Source: an optimization exercise on an open RTL-to-GDS flow (aim: small area, a short achievable clock period and few clock cycles). Production flows keep margins and buffers that such runs may drop. Function was checked by simulation only, so behaviour that the tests miss may differ from the original. Power and IR drop assume default switching activity.

<file path="design.v">
`timescale 1ns / 1ps
package evad_pkg;
  localparam logic [1:0] OP_SAMPLE = 2'd0;
  localparam logic [1:0] OP_TICK   = 2'd1;
  localparam logic [1:0] OP_OPEN   = 2'd2;
  localparam logic [1:0] OP_STOP   = 2'd3;
  localparam logic [2:0] CFG_LOUD_MEAN_SQUARE = 3'd0;
  localparam logic [2:0] CFG_SPEECH_MIN_TIME  = 3'd1;
  localparam logic [2:0] CFG_SILENCE_END_TIME = 3'd2;
  localparam logic [2:0] CFG_MAX_UTTER_TIME   = 3'd3;
  localparam logic [2:0] CFG_TICK_TIME        = 3'd4;
  localparam logic [30:0] LMS_RESET     = 31'd68719;
  localparam logic [15:0] SPEECH_RESET  = 16'd400;
  localparam logic [15:0] SILENCE_RESET = 16'd900;
  localparam logic [15:0] MAX_RESET     = 16'd20000;
  localparam logic [9:0]  TICK_RESET    = 10'd50;
endpackage
`timescale 1ns / 1ps
module evad_square (
  input  logic [14:0] y,       
  input  logic        s,       
  input  logic [30:0] nl,
  output logic [32:0] u_a,
  output logic [32:0] u_b
);
  logic d_1, d_2, d_3, d_4, d_5, d_6, d_7, d_8, d_9, d_10, d_11, d_12;
  logic d_13, d_14, p_0_1, p_0_2, p_0_3, p_0_4, p_0_5, p_0_6, p_0_7, p_0_8, p_0_9, p_0_10;
  logic p_0_11, p_0_12, p_0_13, p_0_14, p_1_2, p_1_3, p_1_4, p_1_5, p_1_6, p_1_7, p_1_8, p_1_9;
  logic p_1_10, p_1_11, p_1_12, p_1_13, p_1_14, p_2_3, p_2_4, p_2_5, p_2_6, p_2_7, p_2_8, p_2_9;
  logic p_2_10, p_2_11, p_2_12, p_2_13, p_2_14, p_3_4, p_3_5, p_3_6, p_3_7, p_3_8, p_3_9, p_3_10;
  logic p_3_11, p_3_12, p_3_13, p_3_14, p_4_5, p_4_6, p_4_7, p_4_8, p_4_9, p_4_10, p_4_11, p_4_12;
  logic p_4_13, p_4_14, p_5_6, p_5_7, p_5_8, p_5_9, p_5_10, p_5_11, p_5_12, p_5_13, p_5_14, p_6_7;
  logic p_6_8, p_6_9, p_6_10, p_6_11, p_6_12, p_6_13, p_6_14, p_7_8, p_7_9, p_7_10, p_7_11, p_7_12;
  logic p_7_13, p_7_14, p_8_9, p_8_10, p_8_11, p_8_12, p_8_13, p_8_14, p_9_10, p_9_11, p_9_12, p_9_13;
  logic p_9_14, p_10_11, p_10_12, p_10_13, p_10_14, p_11_12, p_11_13, p_11_14, p_12_13, p_12_14, p_13_14, t_0;
  logic t_1, t_2, t_3, t_4, t_5, t_6, t_7, t_8, t_9, t_10, t_11, t_12;
  logic t_13, t_14, w1, w2, w3, w4, w5, w6, w7, w8, w9, w10;
  logic w11, w12, w13, w14, w15, w16, w17, w18, w19, w20, w21, w22;
  logic w23, w24, w25, w26, w27, w28, w29, w30, w31, w32, w33, w34;
  logic w35, w36, w37, w38, w39, w40, w41, w42, w43, w44, w45, w46;
  logic w47, w48, w49, w50, w51, w52, w53, w54, w55, w56, w57, w58;
  logic w59, w60, w61, w62, w63, w64, w65, w66, w67, w68, w69, w70;
  logic w71, w72, w73, w74, w75, w76, w77, w78, w79, w80, w81, w82;
  logic w83, w84, w85, w86, w87, w88, w89, w90, w91, w92, w93, w94;
  logic w95, w96, w97, w98, w99, w100, w101, w102, w103, w104, w105, w106;
  logic w107, w108, w109, w110, w111, w112, w113, w114, w115, w116, w117, w118;
  logic w119, w120, w121, w122, w123, w124, w125, w126, w127, w128, w129, w130;
  logic w131, w132, w133, w134, w135, w136, w137, w138, w139, w140, w141, w142;
  logic w143, w144, w145, w146, w147, w148, w149, w150, w151, w152, w153, w154;
  logic w155, w156, w157, w158, w159, w160, w161, w162, w163, w164, w165, w166;
  logic w167, w168, w169, w170, w171, w172, w173, w174, w175, w176, w177, w178;
  logic w179, w180, w181, w182, w183, w184, w185, w186, w187, w188, w189, w190;
  logic w191, w192, w193, w194, w195, w196, w197, w198, w199, w200, w201, w202;
  logic w203, w204, w205, w206, w207, w208, w209, w210, w211, w212, w213, w214;
  logic w215, w216, w217, w218, w219, w220, w221, w222, w223, w224, w225, w226;
  logic w227, w228, w229, w230, w231, w232, w233, w234, w235, w236, w237, w238;
  logic w239, w240, w241, w242;
  assign d_1 = y[1] & ~y[0];
  assign d_2 = y[2] & ~y[1];
  assign d_3 = y[3] & ~y[2];
  assign d_4 = y[4] & ~y[3];
  assign d_5 = y[5] & ~y[4];
  assign d_6 = y[6] & ~y[5];
  assign d_7 = y[7] & ~y[6];
  assign d_8 = y[8] & ~y[7];
  assign d_9 = y[9] & ~y[8];
  assign d_10 = y[10] & ~y[9];
  assign d_11 = y[11] & ~y[10];
  assign d_12 = y[12] & ~y[11];
  assign d_13 = y[13] & ~y[12];
  assign d_14 = y[14] & ~y[13];
  assign p_0_1 = y[0] & y[1];
  assign p_0_2 = y[0] & y[2];
  assign p_0_3 = y[0] & y[3];
  assign p_0_4 = y[0] & y[4];
  assign p_0_5 = y[0] & y[5];
  assign p_0_6 = y[0] & y[6];
  assign p_0_7 = y[0] & y[7];
  assign p_0_8 = y[0] & y[8];
  assign p_0_9 = y[0] & y[9];
  assign p_0_10 = y[0] & y[10];
  assign p_0_11 = y[0] & y[11];
  assign p_0_12 = y[0] & y[12];
  assign p_0_13 = y[0] & y[13];
  assign p_0_14 = y[0] & y[14];
  assign p_1_2 = y[1] & y[2];
  assign p_1_3 = y[1] & y[3];
  assign p_1_4 = y[1] & y[4];
  assign p_1_5 = y[1] & y[5];
  assign p_1_6 = y[1] & y[6];
  assign p_1_7 = y[1] & y[7];
  assign p_1_8 = y[1] & y[8];
  assign p_1_9 = y[1] & y[9];
  assign p_1_10 = y[1] & y[10];
  assign p_1_11 = y[1] & y[11];
  assign p_1_12 = y[1] & y[12];
  assign p_1_13 = y[1] & y[13];
  assign p_1_14 = y[1] & y[14];
  assign p_2_3 = y[2] & y[3];
  assign p_2_4 = y[2] & y[4];
  assign p_2_5 = y[2] & y[5];
  assign p_2_6 = y[2] & y[6];
  assign p_2_7 = y[2] & y[7];
  assign p_2_8 = y[2] & y[8];
  assign p_2_9 = y[2] & y[9];
  assign p_2_10 = y[2] & y[10];
  assign p_2_11 = y[2] & y[11];
  assign p_2_12 = y[2] & y[12];
  assign p_2_13 = y[2] & y[13];
  assign p_2_14 = y[2] & y[14];
  assign p_3_4 = y[3] & y[4];
  assign p_3_5 = y[3] & y[5];
  assign p_3_6 = y[3] & y[6];
  assign p_3_7 = y[3] & y[7];
  assign p_3_8 = y[3] & y[8];
  assign p_3_9 = y[3] & y[9];
  assign p_3_10 = y[3] & y[10];
  assign p_3_11 = y[3] & y[11];
  assign p_3_12 = y[3] & y[12];
  assign p_3_13 = y[3] & y[13];
  assign p_3_14 = y[3] & y[14];
  assign p_4_5 = y[4] & y[5];
  assign p_4_6 = y[4] & y[6];
  assign p_4_7 = y[4] & y[7];
  assign p_4_8 = y[4] & y[8];
  assign p_4_9 = y[4] & y[9];
  assign p_4_10 = y[4] & y[10];
  assign p_4_11 = y[4] & y[11];
  assign p_4_12 = y[4] & y[12];
  assign p_4_13 = y[4] & y[13];
  assign p_4_14 = y[4] & y[14];
  assign p_5_6 = y[5] & y[6];
  assign p_5_7 = y[5] & y[7];
  assign p_5_8 = y[5] & y[8];
  assign p_5_9 = y[5] & y[9];
  assign p_5_10 = y[5] & y[10];
  assign p_5_11 = y[5] & y[11];
  assign p_5_12 = y[5] & y[12];
  assign p_5_13 = y[5] & y[13];
  assign p_5_14 = y[5] & y[14];
  assign p_6_7 = y[6] & y[7];
  assign p_6_8 = y[6] & y[8];
  assign p_6_9 = y[6] & y[9];
  assign p_6_10 = y[6] & y[10];
  assign p_6_11 = y[6] & y[11];
  assign p_6_12 = y[6] & y[12];
  assign p_6_13 = y[6] & y[13];
  assign p_6_14 = y[6] & y[14];
  assign p_7_8 = y[7] & y[8];
  assign p_7_9 = y[7] & y[9];
  assign p_7_10 = y[7] & y[10];
  assign p_7_11 = y[7] & y[11];
  assign p_7_12 = y[7] & y[12];
  assign p_7_13 = y[7] & y[13];
  assign p_7_14 = y[7] & y[14];
  assign p_8_9 = y[8] & y[9];
  assign p_8_10 = y[8] & y[10];
  assign p_8_11 = y[8] & y[11];
  assign p_8_12 = y[8] & y[12];
  assign p_8_13 = y[8] & y[13];
  assign p_8_14 = y[8] & y[14];
  assign p_9_10 = y[9] & y[10];
  assign p_9_11 = y[9] & y[11];
  assign p_9_12 = y[9] & y[12];
  assign p_9_13 = y[9] & y[13];
  assign p_9_14 = y[9] & y[14];
  assign p_10_11 = y[10] & y[11];
  assign p_10_12 = y[10] & y[12];
  assign p_10_13 = y[10] & y[13];
  assign p_10_14 = y[10] & y[14];
  assign p_11_12 = y[11] & y[12];
  assign p_11_13 = y[11] & y[13];
  assign p_11_14 = y[11] & y[14];
  assign p_12_13 = y[12] & y[13];
  assign p_12_14 = y[12] & y[14];
  assign p_13_14 = y[13] & y[14];
  assign t_0 = y[0] & s;
  assign t_1 = y[1] & s;
  assign t_2 = y[2] & s;
  assign t_3 = y[3] & s;
  assign t_4 = y[4] & s;
  assign t_5 = y[5] & s;
  assign t_6 = y[6] & s;
  assign t_7 = y[7] & s;
  assign t_8 = y[8] & s;
  assign t_9 = y[9] & s;
  assign t_10 = y[10] & s;
  assign t_11 = y[11] & s;
  assign t_12 = y[12] & s;
  assign t_13 = y[13] & s;
  assign t_14 = y[14] & s;
  assign w1 = p_0_14 ^ p_1_13;
  assign w2 = p_0_14 & p_1_13;
  assign w3 = p_0_8 ^ p_1_7;
  assign w4 = p_0_8 & p_1_7;
  assign w5 = d_5 ^ p_0_9 ^ p_1_8;
  assign w6 = (d_5 & p_0_9) | (d_5 & p_1_8) | (p_0_9 & p_1_8);
  assign w7 = p_0_10 ^ p_1_9 ^ p_2_8;
  assign w8 = (p_0_10 & p_1_9) | (p_0_10 & p_2_8) | (p_1_9 & p_2_8);
  assign w9 = p_3_7 ^ p_4_5;
  assign w10 = p_3_7 & p_4_5;
  assign w11 = d_6 ^ p_0_11 ^ p_1_10;
  assign w12 = (d_6 & p_0_11) | (d_6 & p_1_10) | (p_0_11 & p_1_10);
  assign w13 = p_2_9 ^ p_3_8 ^ p_4_7;
  assign w14 = (p_2_9 & p_3_8) | (p_2_9 & p_4_7) | (p_3_8 & p_4_7);
  assign w15 = p_0_12 ^ p_1_11 ^ p_2_10;
  assign w16 = (p_0_12 & p_1_11) | (p_0_12 & p_2_10) | (p_1_11 & p_2_10);
  assign w17 = p_3_9 ^ p_4_8 ^ p_5_6;
  assign w18 = (p_3_9 & p_4_8) | (p_3_9 & p_5_6) | (p_4_8 & p_5_6);
  assign w19 = p_5_7 ^ t_12;
  assign w20 = p_5_7 & t_12;
  assign w21 = d_7 ^ p_0_13 ^ p_1_12;
  assign w22 = (d_7 & p_0_13) | (d_7 & p_1_12) | (p_0_13 & p_1_12);
  assign w23 = p_2_11 ^ p_3_10 ^ p_4_9;
  assign w24 = (p_2_11 & p_3_10) | (p_2_11 & p_4_9) | (p_3_10 & p_4_9);
  assign w25 = p_5_8 ^ t_13 ^ nl[14];
  assign w26 = (p_5_8 & t_13) | (p_5_8 & nl[14]) | (t_13 & nl[14]);
  assign w27 = w1 ^ p_2_12 ^ p_3_11;
  assign w28 = (w1 & p_2_12) | (w1 & p_3_11) | (p_2_12 & p_3_11);
  assign w29 = p_4_10 ^ p_5_9 ^ p_6_7;
  assign w30 = (p_4_10 & p_5_9) | (p_4_10 & p_6_7) | (p_5_9 & p_6_7);
  assign w31 = p_6_8 ^ t_14 ^ nl[15];
  assign w32 = (p_6_8 & t_14) | (p_6_8 & nl[15]) | (t_14 & nl[15]);
  assign w33 = w2 ^ d_8 ^ p_1_14;
  assign w34 = (w2 & d_8) | (w2 & p_1_14) | (d_8 & p_1_14);
  assign w35 = p_2_13 ^ p_3_12 ^ p_4_11;
  assign w36 = (p_2_13 & p_3_12) | (p_2_13 & p_4_11) | (p_3_12 & p_4_11);
  assign w37 = p_5_10 ^ p_6_9 ^ nl[16];
  assign w38 = (p_5_10 & p_6_9) | (p_5_10 & nl[16]) | (p_6_9 & nl[16]);
  assign w39 = p_2_14 ^ p_3_13 ^ p_4_12;
  assign w40 = (p_2_14 & p_3_13) | (p_2_14 & p_4_12) | (p_3_13 & p_4_12);
  assign w41 = p_5_11 ^ p_6_10 ^ p_7_8;
  assign w42 = (p_5_11 & p_6_10) | (p_5_11 & p_7_8) | (p_6_10 & p_7_8);
  assign w43 = p_7_9 ^ nl[17];
  assign w44 = p_7_9 & nl[17];
  assign w45 = d_9 ^ p_3_14 ^ p_4_13;
  assign w46 = (d_9 & p_3_14) | (d_9 & p_4_13) | (p_3_14 & p_4_13);
  assign w47 = p_5_12 ^ p_6_11 ^ p_7_10;
  assign w48 = (p_5_12 & p_6_11) | (p_5_12 & p_7_10) | (p_6_11 & p_7_10);
  assign w49 = p_4_14 ^ p_5_13 ^ p_6_12;
  assign w50 = (p_4_14 & p_5_13) | (p_4_14 & p_6_12) | (p_5_13 & p_6_12);
  assign w51 = p_7_11 ^ p_8_9;
  assign w52 = p_7_11 & p_8_9;
  assign w53 = d_10 ^ p_5_14 ^ p_6_13;
  assign w54 = (d_10 & p_5_14) | (d_10 & p_6_13) | (p_5_14 & p_6_13);
  assign w55 = p_6_14 ^ p_7_13;
  assign w56 = p_6_14 & p_7_13;
  assign w57 = p_0_4 ^ p_1_2;
  assign w58 = p_0_4 & p_1_2;
  assign w59 = d_3 ^ p_0_5 ^ p_1_4;
  assign w60 = (d_3 & p_0_5) | (d_3 & p_1_4) | (p_0_5 & p_1_4);
  assign w61 = p_0_6 ^ p_1_5 ^ p_2_3;
  assign w62 = (p_0_6 & p_1_5) | (p_0_6 & p_2_3) | (p_1_5 & p_2_3);
  assign w63 = p_2_4 ^ t_6;
  assign w64 = p_2_4 & t_6;
  assign w65 = d_4 ^ p_0_7 ^ p_1_6;
  assign w66 = (d_4 & p_0_7) | (d_4 & p_1_6) | (p_0_7 & p_1_6);
  assign w67 = p_2_5 ^ t_7 ^ nl[8];
  assign w68 = (p_2_5 & t_7) | (p_2_5 & nl[8]) | (t_7 & nl[8]);
  assign w69 = w3 ^ p_2_6 ^ p_3_4;
  assign w70 = (w3 & p_2_6) | (w3 & p_3_4) | (p_2_6 & p_3_4);
  assign w71 = p_3_5 ^ t_8 ^ nl[9];
  assign w72 = (p_3_5 & t_8) | (p_3_5 & nl[9]) | (t_8 & nl[9]);
  assign w73 = w4 ^ w5 ^ p_2_7;
  assign w74 = (w4 & w5) | (w4 & p_2_7) | (w5 & p_2_7);
  assign w75 = p_3_6 ^ t_9 ^ nl[10];
  assign w76 = (p_3_6 & t_9) | (p_3_6 & nl[10]) | (t_9 & nl[10]);
  assign w77 = w6 ^ w7 ^ w9;
  assign w78 = (w6 & w7) | (w6 & w9) | (w7 & w9);
  assign w79 = p_4_6 ^ t_10 ^ nl[11];
  assign w80 = (p_4_6 & t_10) | (p_4_6 & nl[11]) | (t_10 & nl[11]);
  assign w81 = w8 ^ w10 ^ w11;
  assign w82 = (w8 & w10) | (w8 & w11) | (w10 & w11);
  assign w83 = w13 ^ t_11 ^ nl[12];
  assign w84 = (w13 & t_11) | (w13 & nl[12]) | (t_11 & nl[12]);
  assign w85 = w12 ^ w14 ^ w15;
  assign w86 = (w12 & w14) | (w12 & w15) | (w14 & w15);
  assign w87 = w17 ^ w19 ^ nl[13];
  assign w88 = (w17 & w19) | (w17 & nl[13]) | (w19 & nl[13]);
  assign w89 = w16 ^ w18 ^ w20;
  assign w90 = (w16 & w18) | (w16 & w20) | (w18 & w20);
  assign w91 = w21 ^ w23 ^ w25;
  assign w92 = (w21 & w23) | (w21 & w25) | (w23 & w25);
  assign w93 = w22 ^ w24 ^ w26;
  assign w94 = (w22 & w24) | (w22 & w26) | (w24 & w26);
  assign w95 = w27 ^ w29 ^ w31;
  assign w96 = (w27 & w29) | (w27 & w31) | (w29 & w31);
  assign w97 = w28 ^ w30 ^ w32;
  assign w98 = (w28 & w30) | (w28 & w32) | (w30 & w32);
  assign w99 = w33 ^ w35 ^ w37;
  assign w100 = (w33 & w35) | (w33 & w37) | (w35 & w37);
  assign w101 = w34 ^ w36 ^ w38;
  assign w102 = (w34 & w36) | (w34 & w38) | (w36 & w38);
  assign w103 = w39 ^ w41 ^ w43;
  assign w104 = (w39 & w41) | (w39 & w43) | (w41 & w43);
  assign w105 = w40 ^ w42 ^ w44;
  assign w106 = (w40 & w42) | (w40 & w44) | (w42 & w44);
  assign w107 = w45 ^ w47 ^ nl[18];
  assign w108 = (w45 & w47) | (w45 & nl[18]) | (w47 & nl[18]);
  assign w109 = w46 ^ w48 ^ w49;
  assign w110 = (w46 & w48) | (w46 & w49) | (w48 & w49);
  assign w111 = w51 ^ p_8_10 ^ nl[19];
  assign w112 = (w51 & p_8_10) | (w51 & nl[19]) | (p_8_10 & nl[19]);
  assign w113 = w50 ^ w52 ^ w53;
  assign w114 = (w50 & w52) | (w50 & w53) | (w52 & w53);
  assign w115 = p_7_12 ^ p_8_11 ^ nl[20];
  assign w116 = (p_7_12 & p_8_11) | (p_7_12 & nl[20]) | (p_8_11 & nl[20]);
  assign w117 = w54 ^ w55 ^ p_8_12;
  assign w118 = (w54 & w55) | (w54 & p_8_12) | (w55 & p_8_12);
  assign w119 = p_9_10 ^ p_9_11 ^ nl[21];
  assign w120 = (p_9_10 & p_9_11) | (p_9_10 & nl[21]) | (p_9_11 & nl[21]);
  assign w121 = w56 ^ d_11 ^ p_7_14;
  assign w122 = (w56 & d_11) | (w56 & p_7_14) | (d_11 & p_7_14);
  assign w123 = p_8_13 ^ p_9_12 ^ nl[22];
  assign w124 = (p_8_13 & p_9_12) | (p_8_13 & nl[22]) | (p_9_12 & nl[22]);
  assign w125 = p_8_14 ^ p_9_13 ^ p_10_11;
  assign w126 = (p_8_14 & p_9_13) | (p_8_14 & p_10_11) | (p_9_13 & p_10_11);
  assign w127 = p_10_12 ^ nl[23];
  assign w128 = p_10_12 & nl[23];
  assign w129 = d_12 ^ p_9_14 ^ p_10_13;
  assign w130 = (d_12 & p_9_14) | (d_12 & p_10_13) | (p_9_14 & p_10_13);
  assign w131 = p_10_14 ^ p_11_12;
  assign w132 = p_10_14 & p_11_12;
  assign w133 = p_0_1 ^ p_0_2;
  assign w134 = p_0_1 & p_0_2;
  assign w135 = d_2 ^ p_0_3 ^ t_3;
  assign w136 = (d_2 & p_0_3) | (d_2 & t_3) | (p_0_3 & t_3);
  assign w137 = w57 ^ p_1_3 ^ t_4;
  assign w138 = (w57 & p_1_3) | (w57 & t_4) | (p_1_3 & t_4);
  assign w139 = w58 ^ w59 ^ t_5;
  assign w140 = (w58 & w59) | (w58 & t_5) | (w59 & t_5);
  assign w141 = w60 ^ w61 ^ w63;
  assign w142 = (w60 & w61) | (w60 & w63) | (w61 & w63);
  assign w143 = w62 ^ w64 ^ w65;
  assign w144 = (w62 & w64) | (w62 & w65) | (w64 & w65);
  assign w145 = w66 ^ w68 ^ w69;
  assign w146 = (w66 & w68) | (w66 & w69) | (w68 & w69);
  assign w147 = w70 ^ w72 ^ w73;
  assign w148 = (w70 & w72) | (w70 & w73) | (w72 & w73);
  assign w149 = w74 ^ w76 ^ w77;
  assign w150 = (w74 & w76) | (w74 & w77) | (w76 & w77);
  assign w151 = w78 ^ w80 ^ w81;
  assign w152 = (w78 & w80) | (w78 & w81) | (w80 & w81);
  assign w153 = w82 ^ w84 ^ w85;
  assign w154 = (w82 & w84) | (w82 & w85) | (w84 & w85);
  assign w155 = w86 ^ w88 ^ w89;
  assign w156 = (w86 & w88) | (w86 & w89) | (w88 & w89);
  assign w157 = w90 ^ w92 ^ w93;
  assign w158 = (w90 & w92) | (w90 & w93) | (w92 & w93);
  assign w159 = w94 ^ w96 ^ w97;
  assign w160 = (w94 & w96) | (w94 & w97) | (w96 & w97);
  assign w161 = w98 ^ w100 ^ w101;
  assign w162 = (w98 & w100) | (w98 & w101) | (w100 & w101);
  assign w163 = w102 ^ w104 ^ w105;
  assign w164 = (w102 & w104) | (w102 & w105) | (w104 & w105);
  assign w165 = w106 ^ w108 ^ w109;
  assign w166 = (w106 & w108) | (w106 & w109) | (w108 & w109);
  assign w167 = w110 ^ w112 ^ w113;
  assign w168 = (w110 & w112) | (w110 & w113) | (w112 & w113);
  assign w169 = w114 ^ w116 ^ w117;
  assign w170 = (w114 & w116) | (w114 & w117) | (w116 & w117);
  assign w171 = w118 ^ w120 ^ w121;
  assign w172 = (w118 & w120) | (w118 & w121) | (w120 & w121);
  assign w173 = w122 ^ w124 ^ w125;
  assign w174 = (w122 & w124) | (w122 & w125) | (w124 & w125);
  assign w175 = w126 ^ w128 ^ w129;
  assign w176 = (w126 & w128) | (w126 & w129) | (w128 & w129);
  assign w177 = w130 ^ w131 ^ p_11_13;
  assign w178 = (w130 & w131) | (w130 & p_11_13) | (w131 & p_11_13);
  assign w179 = w132 ^ d_13 ^ p_11_14;
  assign w180 = (w132 & d_13) | (w132 & p_11_14) | (d_13 & p_11_14);
  assign w181 = p_12_13 ^ p_12_14;
  assign w182 = p_12_13 & p_12_14;
  assign w183 = y[0] ^ s;
  assign w184 = y[0] & s;
  assign w185 = t_0 ^ nl[1];
  assign w186 = t_0 & nl[1];
  assign w187 = d_1 ^ t_1 ^ nl[2];
  assign w188 = (d_1 & t_1) | (d_1 & nl[2]) | (t_1 & nl[2]);
  assign w189 = w133 ^ t_2 ^ nl[3];
  assign w190 = (w133 & t_2) | (w133 & nl[3]) | (t_2 & nl[3]);
  assign w191 = w134 ^ w135 ^ nl[4];
  assign w192 = (w134 & w135) | (w134 & nl[4]) | (w135 & nl[4]);
  assign w193 = w136 ^ w137 ^ nl[5];
  assign w194 = (w136 & w137) | (w136 & nl[5]) | (w137 & nl[5]);
  assign w195 = w138 ^ w139 ^ nl[6];
  assign w196 = (w138 & w139) | (w138 & nl[6]) | (w139 & nl[6]);
  assign w197 = w140 ^ w141 ^ nl[7];
  assign w198 = (w140 & w141) | (w140 & nl[7]) | (w141 & nl[7]);
  assign w199 = w142 ^ w143 ^ w67;
  assign w200 = (w142 & w143) | (w142 & w67) | (w143 & w67);
  assign w201 = w144 ^ w145 ^ w71;
  assign w202 = (w144 & w145) | (w144 & w71) | (w145 & w71);
  assign w203 = w146 ^ w147 ^ w75;
  assign w204 = (w146 & w147) | (w146 & w75) | (w147 & w75);
  assign w205 = w148 ^ w149 ^ w79;
  assign w206 = (w148 & w149) | (w148 & w79) | (w149 & w79);
  assign w207 = w150 ^ w151 ^ w83;
  assign w208 = (w150 & w151) | (w150 & w83) | (w151 & w83);
  assign w209 = w152 ^ w153 ^ w87;
  assign w210 = (w152 & w153) | (w152 & w87) | (w153 & w87);
  assign w211 = w154 ^ w155 ^ w91;
  assign w212 = (w154 & w155) | (w154 & w91) | (w155 & w91);
  assign w213 = w156 ^ w157 ^ w95;
  assign w214 = (w156 & w157) | (w156 & w95) | (w157 & w95);
  assign w215 = w158 ^ w159 ^ w99;
  assign w216 = (w158 & w159) | (w158 & w99) | (w159 & w99);
  assign w217 = w160 ^ w161 ^ w103;
  assign w218 = (w160 & w161) | (w160 & w103) | (w161 & w103);
  assign w219 = w162 ^ w163 ^ w107;
  assign w220 = (w162 & w163) | (w162 & w107) | (w163 & w107);
  assign w221 = w164 ^ w165 ^ w111;
  assign w222 = (w164 & w165) | (w164 & w111) | (w165 & w111);
  assign w223 = w166 ^ w167 ^ w115;
  assign w224 = (w166 & w167) | (w166 & w115) | (w167 & w115);
  assign w225 = w168 ^ w169 ^ w119;
  assign w226 = (w168 & w169) | (w168 & w119) | (w169 & w119);
  assign w227 = w170 ^ w171 ^ w123;
  assign w228 = (w170 & w171) | (w170 & w123) | (w171 & w123);
  assign w229 = w172 ^ w173 ^ w127;
  assign w230 = (w172 & w173) | (w172 & w127) | (w173 & w127);
  assign w231 = w174 ^ w175 ^ nl[24];
  assign w232 = (w174 & w175) | (w174 & nl[24]) | (w175 & nl[24]);
  assign w233 = w176 ^ w177 ^ nl[25];
  assign w234 = (w176 & w177) | (w176 & nl[25]) | (w177 & nl[25]);
  assign w235 = w178 ^ w179 ^ nl[26];
  assign w236 = (w178 & w179) | (w178 & nl[26]) | (w179 & nl[26]);
  assign w237 = w180 ^ w181 ^ nl[27];
  assign w238 = (w180 & w181) | (w180 & nl[27]) | (w181 & nl[27]);
  assign w239 = w182 ^ d_14 ^ nl[28];
  assign w240 = (w182 & d_14) | (w182 & nl[28]) | (d_14 & nl[28]);
  assign w241 = p_13_14 ^ nl[29];
  assign w242 = p_13_14 & nl[29];
  assign u_a = {1'b0, 1'b0, w242, w240, w238, w236, w234, w232, w230, w228, w226, w224, w222, w220, w218, w216, w214, w212, w210, w208, w206, w204, w202, w200, w198, w196, w194, w192, w190, w188, w186, w184, w183};
  assign u_b = {1'b0, 1'b0, nl[30], w241, w239, w237, w235, w233, w231, w229, w227, w225, w223, w221, w219, w217, w215, w213, w211, w209, w207, w205, w203, w201, w199, w197, w195, w193, w191, w189, w187, w185, nl[0]};
endmodule
`timescale 1ns / 1ps
import evad_pkg::*;
module energy_vad_endpoint_detector_core (
  input  logic        clk,
  input  logic        rst,
  input  logic        s_tvalid,
  output logic        s_tready,
  input  logic [15:0] s_tdata,
  input  logic [1:0]  s_tuser,
  input  logic        s_tlast,
  output logic        m_tvalid,
  input  logic        m_tready,
  output logic [7:0]  m_tdata,
  input  logic        cfg_we,
  input  logic [2:0]  cfg_index,
  input  logic [30:0] cfg_wdata
);
  logic [30:0] nlms;          
  logic [15:0] speech_min;
  logic [15:0] silence_end;
  logic [15:0] max_utter;
  logic [9:0]  tick;
  logic        wr_lms;
  assign wr_lms = cfg_we && (cfg_index == CFG_LOUD_MEAN_SQUARE);
  always_ff @(posedge clk) begin
    if (rst) begin
      nlms        <= ~LMS_RESET;
      speech_min  <= SPEECH_RESET;
      silence_end <= SILENCE_RESET;
      max_utter   <= MAX_RESET;
      tick        <= TICK_RESET;
    end else if (cfg_we) begin
      case (cfg_index)
        CFG_LOUD_MEAN_SQUARE: nlms        <= ~cfg_wdata;
        CFG_SPEECH_MIN_TIME:  speech_min  <= cfg_wdata[15:0];
        CFG_SILENCE_END_TIME: silence_end <= cfg_wdata[15:0];
        CFG_MAX_UTTER_TIME:   max_utter   <= cfg_wdata[15:0];
        CFG_TICK_TIME:        tick        <= cfg_wdata[9:0];
        default: ;
      endcase
    end
  end
  logic [14:0] y0;            
  logic        s0;            
  logic [1:0]  op0;
  logic        last0;
  logic        v0;
  logic        accept;
  assign accept = s_tvalid && s_tready;
  always_ff @(posedge clk) begin
    y0    <= s_tdata[14:0] ^ {15{s_tdata[15]}};
    s0    <= s_tdata[15];
    op0   <= s_tuser;
    last0 <= s_tlast;
    v0    <= !rst && accept;
  end
  logic [32:0] sq_a, sq_b;    
  logic [43:0] a1;
  logic [30:0] b1;
  logic [1:0]  op1;
  logic        last1;
  logic        v1;
  evad_square u_square (
    .y   (y0),
    .s   (s0),
    .nl  (nlms),
    .u_a (sq_a),
    .u_b (sq_b)
  );
  logic        pass_a, pass_b, tail, dirty;
  logic [3:0]  step;
  logic        step_last;
  logic        corr_start, again;
  logic [12:0] count;
  assign step_last  = (step == 4'd12);
  assign corr_start = wr_lms && !pass_a && !pass_b && !tail && (count != '0);
  assign again      = tail && (dirty || wr_lms);
  always_ff @(posedge clk) begin
    op1   <= op0;
    last1 <= last0;
    v1    <= !rst && v0;
    if (v0)                            a1 <= {13'h1FFF, sq_a[30:0]};   
    else if (pass_a && step_last)      a1 <= {13'h1FFF, nlms};
    else if (pass_a)                   a1 <= {a1[42:0], 1'b0};
    else if (pass_b)                   a1 <= {a1[42:0], 1'b1};
    else if (tail)                     a1 <= {13'd0, ~a1[43:13]};
    else                               a1 <= {13'd0, ~nlms};
    b1 <= v0 ? sq_b[30:0] : 31'd0;
  end
  always_ff @(posedge clk) begin
    if (rst) begin
      pass_a <= 1'b0;
      pass_b <= 1'b0;
      tail   <= 1'b0;
      dirty  <= 1'b0;
      step   <= '0;
    end else begin
      tail <= pass_b && step_last;
      if (corr_start || again) begin
        pass_a <= 1'b1;
        step   <= '0;
      end else if (pass_a && step_last) begin
        pass_a <= 1'b0;
        pass_b <= 1'b1;
        step   <= '0;
      end else if (pass_b && step_last) begin
        pass_b <= 1'b0;
        step   <= '0;
      end else if (pass_a || pass_b) begin
        step   <= step + 4'd1;
      end
      if (tail) dirty <= 1'b0;
      else if (wr_lms && (pass_b || (pass_a && step_last))) dirty <= 1'b1;
    end
  end
  logic [43:0] acc_e;
  logic [43:0] sum_e;
  logic        add_c;
  logic [43:0] cs1_s, cs1_c;
  logic        level;
  logic        level_next;
  logic        smp1;
  logic        busy;
  logic        count_bit;
  assign busy  = pass_a || pass_b;    
  assign smp1  = v1 && (op1 == OP_SAMPLE);
  assign add_c = busy ? pass_b : 1'b1;
  assign cs1_s = acc_e ^ a1 ^ 44'(b1);
  assign cs1_c = (acc_e & a1) | (acc_e & 44'(b1)) | (a1 & 44'(b1));
  evad_add #(
    .W (44)
  ) u_add_e (
    .a (cs1_s),
    .b ({cs1_c[42:0], add_c}),
    .s (sum_e)
  );
  assign count_bit = count[step];
  always_comb begin
    level_next = level;
    if (smp1 && last1) level_next = count[12] ? !acc_e[43] : !sum_e[43];
  end
  always_ff @(posedge clk) begin
    if (rst) begin
      acc_e <= '1;
      count <= '0;
      level <= 1'b0;
    end else if (busy) begin
      if (count_bit) acc_e <= sum_e;
    end else if (smp1) begin
      level <= level_next;
      if (last1) begin
        acc_e <= '1;
        count <= '0;
      end else if (!count[12]) begin
        acc_e <= sum_e;
        count <= count + 13'd1;
      end
    end
  end
  logic        turn_open, heard, ended;
  logic [15:0] speech_time, quiet_time;
  logic [15:0] time_base, time_thr, time_other;
  logic [16:0] time_sum;
  logic [15:0] time_sat;
  logic        ge_thr, ge_max;
  logic        open_next, heard_next, ended_next;
  logic [15:0] speech_next, quiet_next;
  logic        endpoint, cause, forward;
  assign time_base  = level ? speech_time : quiet_time;
  assign time_thr   = level ? speech_min : silence_end;
  assign time_other = level ? 16'd0 : quiet_time;
  assign time_sum   = 17'(time_base) + 17'(tick);
  assign time_sat   = time_sum[16] ? 16'hFFFF : time_sum[15:0];
  evad_ge2 u_ge_thr (
    .a (time_base), .t (tick), .c (time_thr), .ge (ge_thr)
  );
  evad_ge3 u_ge_max (
    .a (speech_time), .b (time_other), .t (tick), .c (max_utter), .ge (ge_max)
  );
  always_comb begin
    open_next   = turn_open;
    heard_next  = heard;
    ended_next  = ended;
    speech_next = speech_time;
    quiet_next  = quiet_time;
    endpoint    = 1'b0;
    cause       = 1'b0;
    forward     = 1'b0;
    case (op1)
      OP_SAMPLE: forward = turn_open;
      OP_TICK: begin
        if (turn_open && !ended) begin
          if (level) begin
            speech_next = time_sat;
            quiet_next  = '0;
            if (ge_thr) heard_next = 1'b1;
          end else begin
            quiet_next = time_sat;
          end
          if (!level && heard && ge_thr) begin
            ended_next = 1'b1;
            endpoint   = 1'b1;
          end else if (ge_max) begin
            ended_next = 1'b1;
            endpoint   = 1'b1;
            cause      = 1'b1;
          end
        end
      end
      OP_OPEN: begin
        speech_next = '0;
        quiet_next  = '0;
        heard_next  = 1'b0;
        ended_next  = 1'b0;
        open_next   = 1'b1;
      end
      default: open_next = 1'b0;
    endcase
  end
  always_ff @(posedge clk) begin
    if (rst) begin
      turn_open   <= 1'b0;
      heard       <= 1'b0;
    end else if (v1) begin
      turn_open   <= open_next;
      heard       <= heard_next;
    end
  end
  always_ff @(posedge clk) begin
    if (v1) begin
      ended       <= ended_next;
      speech_time <= speech_next;
      quiet_time  <= quiet_next;
    end
  end
  logic [5:0] res;
  logic [5:0] ring [0:2];
  logic [1:0] wr_ptr, rd_ptr;
  logic [1:0] qc;             
  logic [5:0] m_flags;
  logic [5:0] head;
  logic       have, load;
  logic       out_free;
  logic       take;
  logic [2:0] inflight, inflight_next;
  assign res      = {heard_next, forward, open_next, level_next, cause, endpoint};
  assign out_free = !m_tvalid || m_tready;
  assign take     = m_tvalid && m_tready;
  assign have     = (qc != 2'd0) || v1;
  assign load     = out_free && have;
  assign head     = (qc != 2'd0) ? ring[rd_ptr] : res;
  assign m_tdata  = {2'b00, m_flags};
  always_ff @(posedge clk) begin
    if (v1) ring[wr_ptr] <= res;
    if (out_free) m_flags <= head;
  end
  always_ff @(posedge clk) begin
    if (rst) begin
      m_tvalid <= 1'b0;
      qc       <= '0;
      wr_ptr   <= '0;
      rd_ptr   <= '0;
    end else begin
      if (out_free) m_tvalid <= have;
      qc <= qc + 2'(v1) - 2'(load);
      if (v1)   wr_ptr <= (wr_ptr == 2'd2) ? 2'd0 : wr_ptr + 2'd1;
      if (load) rd_ptr <= (rd_ptr == 2'd2) ? 2'd0 : rd_ptr + 2'd1;
    end
  end
  logic [2:0] inflight_inc, inflight_dec;
  logic       credit_ok, hold_off;
  assign inflight_inc  = inflight + 3'd1;
  assign inflight_dec  = inflight - 3'd1;
  assign inflight_next = (accept && !take) ? inflight_inc :
                         (take && !accept) ? inflight_dec : inflight;
  assign credit_ok = (inflight <= 3'd2)
                  || ((inflight == 3'd3) && (!accept || take))
                  || ((inflight == 3'd4) && take);
  assign hold_off  = pass_a || pass_b || (tail && dirty)
                  || (wr_lms && (tail || (count != '0)));
  always_ff @(posedge clk) begin
    if (rst) begin
      inflight <= '0;
      s_tready <= 1'b0;
    end else begin
      inflight <= inflight_next;
      s_tready <= credit_ok && !hold_off;
    end
  end
endmodule
module evad_add #(
  parameter int W = 44
) (
  input  logic [W-1:0] a,
  input  logic [W-1:0] b,
  output logic [W-1:0] s
);
  localparam int LV = $clog2(W);
  logic [W-1:0] gp [0:LV];    
  logic [W-1:0] pp [0:LV];    
  assign gp[0] = a & b;
  assign pp[0] = a ^ b;
  for (genvar l = 0; l < LV; l++) begin : g_level
    for (genvar i = 0; i < W; i++) begin : g_bit
      if (((i >> l) & 1) == 1) begin : g_comb
        localparam int J = ((i >> l) << l) - 1;
        assign gp[l+1][i] = gp[l][i] | (pp[l][i] & gp[l][J]);
        assign pp[l+1][i] = pp[l][i] & pp[l][J];
      end else begin : g_pass
        assign gp[l+1][i] = gp[l][i];
        assign pp[l+1][i] = pp[l][i];
      end
    end
  end
  assign s = (a ^ b) ^ {gp[LV][W-2:0], 1'b0};
endmodule
module evad_carry #(
  parameter int W = 18
) (
  input  logic [W-1:0] a,
  input  logic [W-1:0] b,
  output logic         co
);
  logic [31:0] gl [0:5];
  logic [31:0] pl [0:5];
  assign gl[0] = 32'(a & b);
  assign pl[0] = 32'(a | b);
  for (genvar l = 0; l < 5; l++) begin : g_level
    localparam int N = (W + (1 << l) - 1) >> l;    
    for (genvar j = 0; j < 16; j++) begin : g_node
      if (2 * j + 1 < N) begin : g_comb
        assign gl[l+1][j] = gl[l][2*j+1] | (pl[l][2*j+1] & gl[l][2*j]);
        assign pl[l+1][j] = pl[l][2*j+1] & pl[l][2*j];
      end else if (2 * j < N) begin : g_pass
        assign gl[l+1][j] = gl[l][2*j];
        assign pl[l+1][j] = pl[l][2*j];
      end else begin : g_none
        assign gl[l+1][j] = 1'b0;
        assign pl[l+1][j] = 1'b0;
      end
    end
    assign gl[l+1][31:16] = '0;
    assign pl[l+1][31:16] = '0;
  end
  assign co = gl[5][0];
endmodule
module evad_ge2 (
  input  logic [15:0] a,
  input  logic [9:0]  t,
  input  logic [15:0] c,
  output logic        ge
);
  logic [16:0] x, nc, s, k;
  logic        co;
  assign x  = {1'b0, a};
  assign nc = ~{1'b0, c};
  assign s  = x ^ nc ^ 17'(t);
  assign k  = (x & nc) | (x & 17'(t)) | (nc & 17'(t));
  evad_carry #(
    .W (17)
  ) u_carry (
    .a  (s),
    .b  ({k[15:0], 1'b1}),
    .co (co)
  );
  assign ge = co | k[16];
endmodule
module evad_ge3 (
  input  logic [15:0] a,
  input  logic [15:0] b,
  input  logic [9:0]  t,
  input  logic [15:0] c,
  output logic        ge
);
  logic [17:0] x, y, nc, s1, k1, k1s, s2, k2;
  logic        co;
  assign x   = {2'b00, a};
  assign y   = {2'b00, b};
  assign nc  = ~{2'b00, c};
  assign s1  = x ^ nc ^ 18'(t);
  assign k1  = (x & nc) | (x & 18'(t)) | (nc & 18'(t));
  assign k1s = {k1[16:0], 1'b0};
  assign s2  = s1 ^ k1s ^ y;
  assign k2  = (s1 & k1s) | (s1 & y) | (k1s & y);
  evad_carry #(
    .W (18)
  ) u_carry (
    .a  (s2),
    .b  ({k2[16:0], 1'b1}),
    .co (co)
  );
  assign ge = co | k2[17];
endmodule
</file>
<file path="flow/run.sh">
#!/bin/bash
# Layout flow: the standard ORFS flow, with two changes to how the layout
# is made (the clock period and constraints are unchanged):
#  - the timing repair after floorplan, clock-tree synthesis and global
#    routing aims for setup slack of REPAIR_MARGIN ns;
#  - every input and output port still gets its own buffer, but a plain
#    buf_1 (the repair resizes it where timing needs) instead of a delay cell.
# Each step's full output is in orfs/logs/; make's own output goes to
# flow_make.log here.
set -euo pipefail
REPAIR_MARGIN=7.0
bash standard.sh SETUP_SLACK_MARGIN=$REPAIR_MARGIN \
  "BUFFER_PORTS_ARGS=-buffer_cell sky130_fd_sc_hd__buf_1" finish > flow_make.log 2>&1
</file>
<file path="standard.sh">
#!/bin/bash
# synth_recipe.tcl (not shown) runs the flow's synth.tcl, then flattens the netlist and writes it again
# the make line also repeats each setting of config.mk as NAME=value (left out here)
make -C /OpenROAD-flow-scripts/flow DESIGN_CONFIG=/design/flow/config.mk WORK_HOME=/design/flow/orfs CLKGATE_MAP_FILE= SYNTH_SCRIPT=/design/flow/synth_recipe.tcl "${@:-finish}"
</file>
<file path="config.mk">
export PLATFORM = sky130hd
export DESIGN_NAME = energy_vad_endpoint_detector_core
export DESIGN_NICKNAME = energy_vad_endpoint_detector_core
export VERILOG_FILES = /design/flow/design.v
export SDC_FILE = /design/flow/constraint.sdc
export NUM_CORES = 4
export LEC_CHECK = 0
export ABC_AREA = 1
export CAP_MARGIN = 20
export CORE_MARGIN = 2
export CORE_UTILIZATION = 65
export PLACE_DENSITY = 0.65
export SLEW_MARGIN = 20
</file>
<file path="constraint.sdc">
create_clock -name core_clock -period 10.0 [get_ports {clk}]
set_input_delay 2.0000 -clock core_clock [delete_from_list [all_inputs] [get_ports {clk}]]
set_output_delay 2.0000 -clock core_clock [all_outputs]
set_load 0.01 [all_outputs]
</file>
==> impl_metrics.py, run 1 <==
metrics = {
    "sta": {
        "fmax_mhz": 330,
        "tightest_slew_ns": 1.05,
        "period_share": 0.303,
        "final_max_slew_viol_count": 0,
        "rsz0062_at_grt": "true",
        "hold_viol": 0,
        "tns_ns": 0,
        "fin_crit_ns": 3.03,
        "setup_viol_count_final": 0,
        "fin_worst_skew_ns": 0.0224,
        "maxSlewHeadroom": 0.298,
    },
    "setup_path": {
        "critPathKind": "reg2out",
        "timing.rr.end": "b1[10]",
        "end_kind": "output pin",
        "startpoint": "m_flags[3]",
        "rr_worst_depth": 12,
        "crit_end": "m_tdata[3]",
        "crit_family": "flip-flops",
        "worst-path-buf-inv": 1,
        "cp_max_fo": 1,
        "critPathArrivalTime_ns": 1.03,
        "cp.depth": 1,
        "r2r-start": "y0[5]",
        "start_kind": "register",
        "worstPathCellList": "clkbuf_2",
        "crit_required_ns": 8.00,
        "critPathMaxStageDelay_ns": 0.37,
        "crit_slowest_cell": "edfxtp_1",
        "r2r_slack_ns": 7.04,
    },
    "placement": {
        "dp_hpwl_mm": 38.5,
        "gp_congestion": 0.914,
        "portBuffers": 65,
    },
    "die": {
        "num_rows": 66,
        "fp.coreArea_mm2": 0.0324,
        "start_util": 0.658,
        "ios": 68,
        "die_area_mm2": 0.0342,
        "fp.dieH_um": 185,
        "die_w_um": 185,
    },
    "routing": {
        "antenna_left": 0,
        "vias": 18100,
        "dr.pass1.iters": 8,
        "viasPerCell": 5.59,
        "initialDrtViolationCount": 1514,
        "remaining_drc_errors": 0,
        "avgRoutedWirePerCell_um": 17.4,
        "drt-total-wl_mm": 56.0,
    },
    "power": {
        "ir_drop_uv": 183,
        "p_leak_nw": 11.4,
        "powerDensity_mw_per_mm2": 186,
    },
    "final_layout": {
        "seq_area_mm2": 0.00718,
        "area_delta_synth_final_pct": 13.7,
        "final_util": 0.748,
        "multi_input_area_mm2": 0.0124,
        "fill_cells": 2513,
        "num-nets-final": 3098,
        "layout-drive-gt1-share": 0.112,
    },
    "clock_tree": {
        "path_clk_slew_ns": 0.06,
        "postCtsHoldBufs": 0,
        "ctsRootBufferMaster": "clkbuf_16",
        "numCtsBuffers": 38,
        "cts_tree": "done",
        "cts_sinks": 326,
        "clkLatencyLatePin_ns": 0.54,
        "h-tree-depth": 2,
        "clockBufferDepth": 3,
    },
    "synthesis": {
        "syn_area_per_cell_um2": 7.94,
        "ys_seq_area_frac": 0.333,
        "ys_ff_latch": 326,
        "syn_inst": 2683,
        "netlist_area_mm2": 0.0213,
        "ys_warn_count": 10,
        "yosysUniqueCellTypes": 59,
    },
    "global_route": {
        "grt_pass1_wl_mm": 88.0,
        "grt_overflow_total": 0,
        "antenna_found_initial": 0,
        "grt_pass1_vias": 17300,
        "grt_max_degree": 89,
        "grt_usage": 0.327,
    },
    "job": {
        "maxCapViolCount": 0,
    },
    "run_status": {
        "status": "timing/DRC/antenna clean",
    },
    "worst_hold_path": {
        "hold_path_class": "reg2reg",
    },
}
[flip-flops by register name (all words and copies together) (netlist names), 2 cells and up, named ones only]
name	flops
tick	10
speech_time	16
qc	2
m_flags	6
nlms	31
wr_ptr	2
count	13
a1	44
rd_ptr	2
y0	15
max_utter	16
step	4
acc_e	44
op0	2
op1	2
quiet_time	16
speech_min	16
silence_end	16
inflight	3
b1	31
ring	18
[placed cells by master (no fill, tap or decap), drive strengths merged, types with 3 or more instances in the layout]
| master | n |
|---|---|
| ha | 103 |
| inv | 479 |
| xnor2 | 9 |
| nand4 | 10 |
| a221oi | 3 |
| o21bai | 13 |
| edfxtp | 57 |
| clkbuf | 63 |
| o21ai | 236 |
| o41ai | 8 |
| a31oi | 4 |
| buf | 141 |
| o311ai | 9 |
| mux2i | 13 |
| o21a | 4 |
| a311oi | 5 |
| o211ai | 6 |
| clkinvlp | 3 |
| xor2 | 35 |
| a211oi | 4 |
| or2 | 13 |
| o22ai | 4 |
| a21oi | 217 |
| nor2 | 222 |
| fa | 178 |
| nand3 | 79 |
| nand2 | 524 |
| clkinv | 6 |
| dfxtp | 269 |
| o31ai | 12 |
| nor3 | 33 |
[final cells by class]
| cell class | instances | area share |
|---|---|---|
| flip-flops and latches | 326 | 0.296 |
| inverters | 479 | 0.0758 |
| multi-input cells | 1763 | 0.511 |
| diodes | 1 | 0.000103 |
| clock buffers | 55 | 0.0444 |
| well taps | 442 | 0.0228 |
| clock inverters | 11 | 0.00465 |
| repair buffers | 151 | 0.0450 |
[Yosys cell counts, drive strengths merged]
| library cell | n | share of area |
|---|---|---|
| o21a | 4 | 0.0014 |
| a21oi | 217 | 0.051 |
| o32ai | 1 | 0.00041 |
| inv | 478 | 0.084 |
| o22ai | 4 | 0.0012 |
| nor4 | 2 | 0.00059 |
| and3 | 1 | 0.00029 |
| xor2 | 35 | 0.014 |
| o211ai | 6 | 0.0021 |
| o21ai | 236 | 0.056 |
| a211oi | 4 | 0.0014 |
| nand3b | 2 | 0.00070 |
| a221oi | 3 | 0.0012 |
| nor3 | 33 | 0.0080 |
| o311ai | 9 | 0.0037 |
| ha | 103 | 0.061 |
| a311oi | 5 | 0.0021 |
| o31ai | 12 | 0.0042 |
| a31oi | 4 | 0.0012 |
| buf | 27 | 0.0063 |
| o311a | 1 | 0.00047 |
| o2111ai | 2 | 0.00082 |
| a21boi | 2 | 0.00070 |
| or2 | 13 | 0.0038 |
| a31o | 1 | 0.00041 |
| nand4 | 9 | 0.0026 |
| edfxtp | 57 | 0.080 |
| xnor2 | 9 | 0.0037 |
| nand2 | 524 | 0.093 |
| fa | 178 | 0.17 |
| clkinv | 1 | 0.00018 |
| dfxtp | 269 | 0.25 |
| a22oi | 1 | 0.00035 |
| o41ai | 8 | 0.0033 |
| o221ai | 1 | 0.00041 |
| nor2 | 221 | 0.042 |
| conb | 1 | 0.00018 |
| a21o | 1 | 0.00035 |
| o21bai | 13 | 0.0048 |
| o211a | 1 | 0.00047 |
| and2 | 1 | 0.00029 |
| mux2i | 13 | 0.0061 |
| clkbuf | 91 | 0.016 |
| nand3 | 79 | 0.019 |
[through the flow]
stage                     hold WS [ns]  setup slack (ns)  total power [mW]  std cells  instance area (µm²)
after floorplan                  0.310              6.95              2.63       2684                21400
after global placement           0.311              5.90              2.92       3083                21800
after detailed placement         0.314              5.66              2.99       3083                21800
after CTS                        0.328              6.94              4.39       3185                23500
after global routing             0.340              6.89              4.81       3227                24200
final                            0.329              6.97              4.51       3228                24200
[metal layers]
metal	vias to the layer above	global-route usage	wire, µm
li1	8658	-	-
met4	0	0.106	1450
met3	121	0.0647	4940
met2	749	0.510	25100
met5	-	0	0
met1	8528	0.459	24600
[kinds of logic (layout without fill, tap and decap cells)]
kind of cell / after synthesis / after routing / share of synthesized area
AOI/OAI and AO/OA: 536 / 536 / 0.138
buffers and inverters: 597 / 696 / 0.107
muxes: 13 / 13 / 0.00611
DFF: 326 / 326 / 0.333
xor gates and xnor gates: 44 / 44 / 0.0181
other: 1 / 3 / 0.000176
adders and majority gates: 281 / 281 / 0.228
and+or+nand+nor: 885 / 887 / 0.170
[how the worst min path moves through the flow]
stage,startpoint,endpoint,depth (start not counted)
global placement,op0[1],op1[1],0
floorplan,last0,last1,0
global route,op0[1],op1[1],0
detailed placement,last0,last1,0
CTS,op0[1],op1[1],0
finish,last0,last1,0
[where the power goes]
| part | switching, mW | internal (mW) | leakage [nW] |
|---|---|---|---|
| Combinational | 0.972 | 0.655 | 8.11 |
| Clock | 0.554 | 0.799 | 0.586 |
| Sequential | 0.0944 | 1.43 | 2.74 |
| Total | 1.62 | 2.89 | 11.4 |
[timing repair]
| item | 4_1_cts | 5_1_grt |
|---|---|---|
| setup endpoints to repair | 228 | 211 |
| buffers inserted | 33 | 39 |
| resized for setup | 69 | 118 |
| cloned | 3 | 3 |
| pin swaps | 9 | 34 |
Testbench counts, summed over its fixed seeds: cycles 160,139.
==> inputs of run 2 (changes only) <==
--- a/config.mk
+++ b/config.mk
@@ -9,5 +9,5 @@
 export CAP_MARGIN = 20
 export CORE_MARGIN = 2
 export CORE_UTILIZATION = 65
-export PLACE_DENSITY = 0.65
+export PLACE_DENSITY = 0.75
 export SLEW_MARGIN = 20
==> run 2 against run 1 <==
- critical path depth stayed put
- worst setup slack got worse by 0.018 ns
- first-iteration DRC count shrank 9.1%
- flip-flop and latch count unchanged
- largest power group unchanged
- largest cell class unchanged
- critical endpoint is now m_tdata[0]
- utilization fell by 0.10 points
- hold slack got worse by 0.0038 ns
- via count fell by 1.1%
- register-to-register slack worse by 0.04 ns
- cell count decreased by 0.46%
- area after synthesis stayed put
- still clean on timing, DRC and antenna
==> impl_metrics.py, run 2 <==
metrics = {
    "power": {
        "p_leak_nw": 11.4,
        "powerDensity_mw_per_mm2": 191,
        "ir_drop_uv": 162,
        "p_total_mw": 4.62,
    },
    "routing": {
        "viasPerCell": 5.56,
        "avgRoutedWirePerCell_um": 17.4,
        "antenna_left": 0,
        "initialDrtViolationCount": 1376,
        "drt-total-wl_mm": 55.8,
        "remaining_drc_errors": 0,
        "dr.pass1.iters": 6,
        "vias": 17900,
    },
    "setup_path": {
        "critPathMaxStageDelay_ns": 0.37,
        "crit_slowest_cell": "edfxtp_1",
        "r2r_slack_ns": 7.00,
        "crit_family": "flip-flops",
        "critPathArrivalTime_ns": 1.05,
        "start_kind": "register",
        "worst-path-buf-inv": 1,
        "cp_max_fo": 1,
        "crit_required_ns": 8.00,
        "worstPathCellList": "clkbuf_2",
        "end_kind": "output pin",
        "critPathKind": "reg2out",
    },
    "global_route": {
        "grt_pass1_vias": 17300,
        "antenna_found_initial": 0,
        "grt_overflow_total": 0,
        "grt_usage": 0.330,
        "grt_pass1_wl_mm": 88.5,
        "grt_max_degree": 84,
    },
    "synthesis": {
        "yosys.area_share.simple": 0.170,
        "syn_inst": 2683,
        "ys.flop_type": "dfxtp_1",
        "ys_seq_area_frac": 0.333,
        "synth_most_common_cell": "nand2_1",
        "synth-compound-area-share": 0.138,
        "synth_edf_count": 57,
        "syn_area_per_cell_um2": 7.94,
        "synth_commonest_cells": "519 x nand2_1, 472 x inv_1, 269 x dfxtp_1, 216 x a21oi_1, 215 x nor2_1",
        "synth_top_family_by_area": "adder cells",
        "synth_top_area_share": 0.253,
        "ys_ff_latch": 326,
        "synth_mux_area_frac": 0.00611,
        "synth_xor_area_frac": 0.0181,
        "yosysUniqueCellTypes": 59,
        "yosys-top-cells-area": "dfxtp_1 25%, fa_1 17%, nand2_1 9.1%",
        "yosys.area.top_type": "dfxtp_1",
        "netlist_area_mm2": 0.0213,
        "synthAdderAreaFrac": 0.228,
        "async_flop_share": 0,
        "ys_warn_count": 10,
    },
    "die": {
        "ios": 68,
        "fp.dieH_um": 185,
        "start_util": 0.658,
        "die_w_um": 185,
        "fp.coreArea_mm2": 0.0324,
        "num_rows": 66,
        "die_area_mm2": 0.0342,
    },
    "sta": {
        "maxSlewHeadroom": 0.294,
        "period_share": 0.305,
        "rsz0062_at_grt": "true",
        "tns_ns": 0,
        "whs_ns": 0.326,
        "hold_viol": 0,
        "final_max_slew_viol_count": 0,
        "fmax_mhz": 328,
        "fin_crit_ns": 3.05,
        "setup_viol_count_final": 0,
        "tightest_slew_ns": 1.06,
        "fin_worst_skew_ns": 0.0119,
    },
    "clock_tree": {
        "h-tree-depth": 2,
        "cts_sinks": 326,
        "clkLatencyLatePin_ns": 0.55,
        "path_clk_slew_ns": 0.06,
        "clockBufferDepth": 3,
        "ctsRootBufferMaster": "clkbuf_16",
        "cts_tree": "done",
        "numCtsBuffers": 38,
    },
    "placement": {
        "dp_hpwl_mm": 38.6,
        "portBuffers": 65,
        "gp_congestion": 0.917,
    },
    "final_layout": {
        "largestRegisters": "a1 x44, acc_e x44",
        "layout_common_cells": "497 x nand2_1, 455 x inv_1, 239 x dfxtp_1",
        "final_common_cell": "nand2_1",
        "layout-drive-gt1-share": 0.111,
        "antenna_cells": 0,
        "num-nets-final": 3085,
        "area_delta_synth_final_pct": 13.6,
    },
    "job": {
        "maxCapViolCount": 0,
    },
    "worst_hold_path": {
        "hold_path_class": "reg2reg",
    },
    "run_status": {
        "status": "timing/DRC/antenna clean",
    },
}
[run 2: through the flow]
step / area [µm²] / util / setup WS [ns] / cells
2_1_floorplan: 21400 / - / 6.95 / 2684
3_3_place_gp: 21800 / 0.673 / 5.79 / 3083
3_5_place_dp: 21800 / 0.673 / 5.66 / 3083
4_1_cts: 23600 / 0.729 / 6.92 / 3188
5_1_grt: 24200 / 0.747 / 6.91 / 3213
6_report: 24200 / 0.747 / 6.95 / 3213
[run 2: report_power, final]
group          leakage (nW)  internal [mW]  switching, mW
Sequential             2.74           1.43         0.0931
Combinational          8.03          0.657          0.990
Clock                 0.620          0.882          0.561
Total                  11.4           2.97           1.64
[run 2: logic make-up (layout without fill, tap and decap cells)]
group / after synthesis / after routing
adders and majority gates: 281 / 281
DFF: 326 / 326
buffers and inverters: 597 / 683
xor gates and xnor gates: 44 / 44
and+or+nand+nor: 885 / 886
other: 1 / 2
muxes: 13 / 13
AOI/OAI and AO/OA: 536 / 536
[run 2: layer usage]
metal  GRT usage  routed length, µm  vias to the layer above
met2       0.514              25200                      647
met4       0.112               1460                        0
met5     0.00444                  0                        -
met1       0.465              24500                     8461
li1            -                  -                     8638
met3      0.0623               4660                      105
[run 2: repair_timing]
action / CTS / global route
gates resized for setup: 74 / 132
hold buffers: 0 / 0
setup endpoints to repair: 229 / 208
buffers inserted: 38 / 25
cloned: 2 / 0
pin swaps: 10 / 46
[run 2: area by class of cell]
class,count,area (µm²)
repair buffers,139,935
well taps,442,553
flip-flops and latches,326,7180
clock buffers,54,1080
multi-input cells,1762,12400
inverters,479,1830
fillers,2495,8180
clock inverters,11,194
[run 2: worst paths after layout]
path | start | endpoint | cells past startpoint
setup / recovery | m_flags[0] | m_tdata[0] | 1
hold reg to reg | op0[0] | op1[0] | 0
setup reg to reg | y0[5] | b1[10] | 12
hold / removal | op0[0] | op1[0] | 0
==> inputs of run 3 (changes only) <==
--- a/config.mk
+++ b/config.mk
@@ -8,6 +8,6 @@
 export ABC_AREA = 1
 export CAP_MARGIN = 20
 export CORE_MARGIN = 2
-export CORE_UTILIZATION = 65
-export PLACE_DENSITY = 0.75
+export CORE_UTILIZATION = 55
+export PLACE_DENSITY = 0.8
 export SLEW_MARGIN = 20
==> run 3 against run 2 <==
- hold slack improved by 0.00050 ns
- register-to-register slack about the same
- cell count increased by 2.6%
- clock skew up 0.011 ns
- design area up 0.94%
- via count grew 3.9%
- first-iteration DRC count increased by 14%
- utilization down 11 points
- flip-flop and latch count unchanged
==> impl_metrics.py, run 3 <==
metrics = {
    "run_status": {
        "status": "timing/DRC/antenna clean",
    },
    "sta": {
        "whs_ns": 0.326,
        "tightest_slew_ns": 1.06,
        "fin_crit_ns": 3.04,
        "hold_viol": 0,
        "rsz0062_at_grt": "true",
        "fin_worst_skew_ns": 0.0224,
        "final.setup.worst_slack_ns": 6.96,
        "maxSlewHeadroom": 0.292,
        "tns_ns": 0,
        "fmax_mhz": 329,
        "period_share": 0.304,
        "final_max_slew_viol_count": 0,
        "setup_viol_count_final": 0,
    },
    "die": {
        "die_area_mm2": 0.0403,
        "ios": 68,
        "die_w_um": 201,
        "fp.coreArea_mm2": 0.0385,
        "num_rows": 72,
        "start_util": 0.554,
        "fp.dieH_um": 201,
    },
    "global_route": {
        "grt_pass1_wl_mm": 91.3,
        "grt_overflow_total": 0,
        "grt_max_degree": 86,
        "grt_usage": 0.278,
        "antenna_found_initial": 1,
        "grt_pass1_vias": 18400,
    },
    "setup_path": {
        "start_kind": "register",
        "crit_required_ns": 8.00,
        "cp_max_fo": 1,
        "critPathArrivalTime_ns": 1.04,
        "critPathKind": "reg2out",
        "crit_slowest_cell": "edfxtp_1",
        "worst-path-buf-inv": 1,
        "critPathMaxStageDelay_ns": 0.36,
        "end_kind": "output pin",
        "crit_family": "flip-flops",
        "worstPathCellList": "clkbuf_2",
    },
    "final_layout": {
        "num-nets-final": 3088,
        "layout_common_cells": "499 x nand2_1, 443 x inv_1, 240 x dfxtp_1",
        "final_common_cell": "nand2_1",
        "area_delta_synth_final_pct": 14.6,
        "largestRegisters": "a1 x44, acc_e x44",
        "layout-drive-gt1-share": 0.120,
    },
    "routing": {
        "dr.pass1.iters": 6,
        "dr_wl_met3_mm": 5.06,
        "remaining_drc_errors": 0,
        "drt-total-wl_mm": 58.2,
        "viasPerCell": 5.63,
        "top_layer_used": "met4",
        "vias": 18500,
        "antenna_left": 0,
        "initialDrtViolationCount": 1564,
        "wl_met2_mm": 27.7,
        "avgRoutedWirePerCell_um": 17.7,
        "wl_met1_mm": 23.3,
    },
    "synthesis": {
        "netlist_area_mm2": 0.0213,
        "syn_inst": 2683,
        "syn_area_per_cell_um2": 7.94,
        "yosys-top-cells-area": "dfxtp_1 25%, fa_1 17%, nand2_1 9.1%",
        "synth_most_common_cell": "nand2_1",
        "ys_warn_count": 10,
        "synth_commonest_cells": "519 x nand2_1, 472 x inv_1, 269 x dfxtp_1, 216 x a21oi_1, 215 x nor2_1",
        "synth_top_area_share": 0.253,
        "yosysUniqueCellTypes": 59,
        "synth_edf_count": 57,
        "ys_ff_latch": 326,
        "ys_seq_area_frac": 0.333,
        "ys.flop_type": "dfxtp_1",
        "async_flop_share": 0,
        "yosys.area.top_type": "dfxtp_1",
    },
    "power": {
        "power.switching_mw": 1.70,
        "p_leak_nw": 11.4,
        "pwr-share-clk": 0.304,
        "p_int_mw": 2.93,
        "p_comb_frac": 0.365,
        "swShare": 0.367,
        "powerDensity_mw_per_mm2": 189,
        "ir_drop_uv": 129,
        "seqPwrFrac": 0.331,
    },
    "clock_tree": {
        "cts_sinks": 326,
        "ctsRootBufferMaster": "clkbuf_16",
        "cts_tree": "done",
        "clockBufferDepth": 3,
        "path_clk_slew_ns": 0.06,
        "postCtsHoldBufs": 0,
        "clkLatencyLatePin_ns": 0.55,
        "h-tree-depth": 2,
        "numCtsBuffers": 37,
    },
    "placement": {
        "post-place-ws_ns": 6.08,
        "dp_hpwl_mm": 38.4,
        "gp_congestion": 0.916,
        "portBuffers": 65,
    },
    "worst_hold_path": {
        "hold_path_class": "reg2reg",
    },
    "job": {
        "maxCapViolCount": 0,
    },
}
run 3: changes by cell type in the layout (fill, tap and decap cells not counted), moves of 5 or more:
| cell | previous run | this run |
|---|---|---|
| clkinv_2 | 2 | 11 |
| inv_1 | 455 | 443 |
| clkbuf_1 | 10 | 3 |
| inv_2 | 15 | 28 |
| ha_1 | 95 | 90 |
| ha_4 | 6 | 11 |
run 3: layout make-up:
| type | count | area, µm² |
|---|---|---|
| Clock inverter | 21 | 231 |
| Multi-Input combinational cell | 1762 | 12500 |
| Timing Repair Buffer | 143 | 1020 |
| Tap cell | 518 | 648 |
| Antenna cell | 1 | 2.50 |
| Fill cell | 3085 | 14000 |
| Inverter | 479 | 1830 |
| Sequential cell | 326 | 7180 |
| Clock buffer | 46 | 1020 |
run 3: worst reg2reg max path, delay by kind of cell (launching register included):
kind,cells,cell delay (ns)
buffers and inverters,5,0.26
flip-flops,1,0.38
adder cells (fa/ha/maj),4,2.02
AND/OR/NAND/NOR,2,0.27
run 3: cells by family (layout without fill, tap and decap cells):
group | after synthesis | in the layout | share of synthesized area
AO/OA/AOI/OAI | 536 | 536 | 0.138
XOR/XNOR | 44 | 44 | 0.0181
adder cells (fa/ha/maj) | 281 | 281 | 0.228
buffers and inverters | 597 | 689 | 0.107
flip-flops | 326 | 326 | 0.333
multiplexers | 13 | 13 | 0.00611
other | 1 | 3 | 0.000176
AND/OR/NAND/NOR | 885 | 886 | 0.170
run 3: path summary, 6_finish.rpt:
| kind | to | start | slack (ns) | depth (start not counted) |
|---|---|---|---|---|
| setup / recovery | m_tdata[0] | m_flags[0] | 6.96 | 1 |
| hold / removal | last1 | last0 | 0.33 | 0 |
| setup reg to reg | b1[10] | y0[5] | 7.01 | 11 |
| hold reg to reg | last1 | last0 | 0.33 | 0 |
run 3: what timing repair did:
item	4_1_cts	5_1_grt
gates resized for setup	54	162
pin swaps	7	41
cloned	1	5
endpoints found under the setup margin	195	209
setup buffers	32	31
run 3: per-layer routing:
metal	up-vias	global-route usage
li1	8622	-
met1	8838	0.357
met2	921	0.465
met3	164	0.0450
met4	0	0.120
met5	-	0
run 3: through the flow:
stage          power [mW]  instances  area (µm²)  utilization
2_1_floorplan        2.63       2684       21400            -
3_3_place_gp         2.89       3159       21900        0.569
3_5_place_dp         2.98       3159       21900        0.569
4_1_cts              4.46       3259       23500        0.612
5_1_grt              4.89       3295       24400        0.635
6_report             4.63       3296       24400        0.635
run 3: power groups by stage:
stage	Clock, mW	Combinational, mW	Sequential, mW
floorplan	0	1.11	1.51
global placement	0	1.33	1.57
detailed placement	0	1.41	1.57
CTS	1.41	1.52	1.53
global route	1.46	1.89	1.54
finish	1.41	1.69	1.53

==> static timing again, ports no longer ideal <==
The results above use ideal ports. As a check the final layouts listed here were re-extracted and re-timed, cells and wires unchanged.
Step 1: set_driving_cell puts a clkbuf_16 on clk and a buf_2 on each other input, an assumption about the parent block.
Step 2 times the ports against the registers' clock, not the clock port: input delays grow and output delays shrink by t, the midpoint of the rising clock arrivals with the driver on.
Slacks: ideal ports / drivers / drivers and shift; pairs: ideal ports / drivers.
run	t, ns	setup slack, ns	hold WS [ns]
run 1	0.583	6.969 / 6.916 / 6.571	0.329 / 0.329 / 0.329
run 2	0.603	6.952 / 6.895 / 6.570	0.326 / 0.326 / 0.326
run 3	0.593	6.963 / 6.906 / 6.504	0.326 / 0.326 / 0.326
After both steps setup and hold are still met in every run listed. For run 3, which loses most, drivers alone change the setup slack by -0.057 ns; drivers and shift together by -0.459 ns.
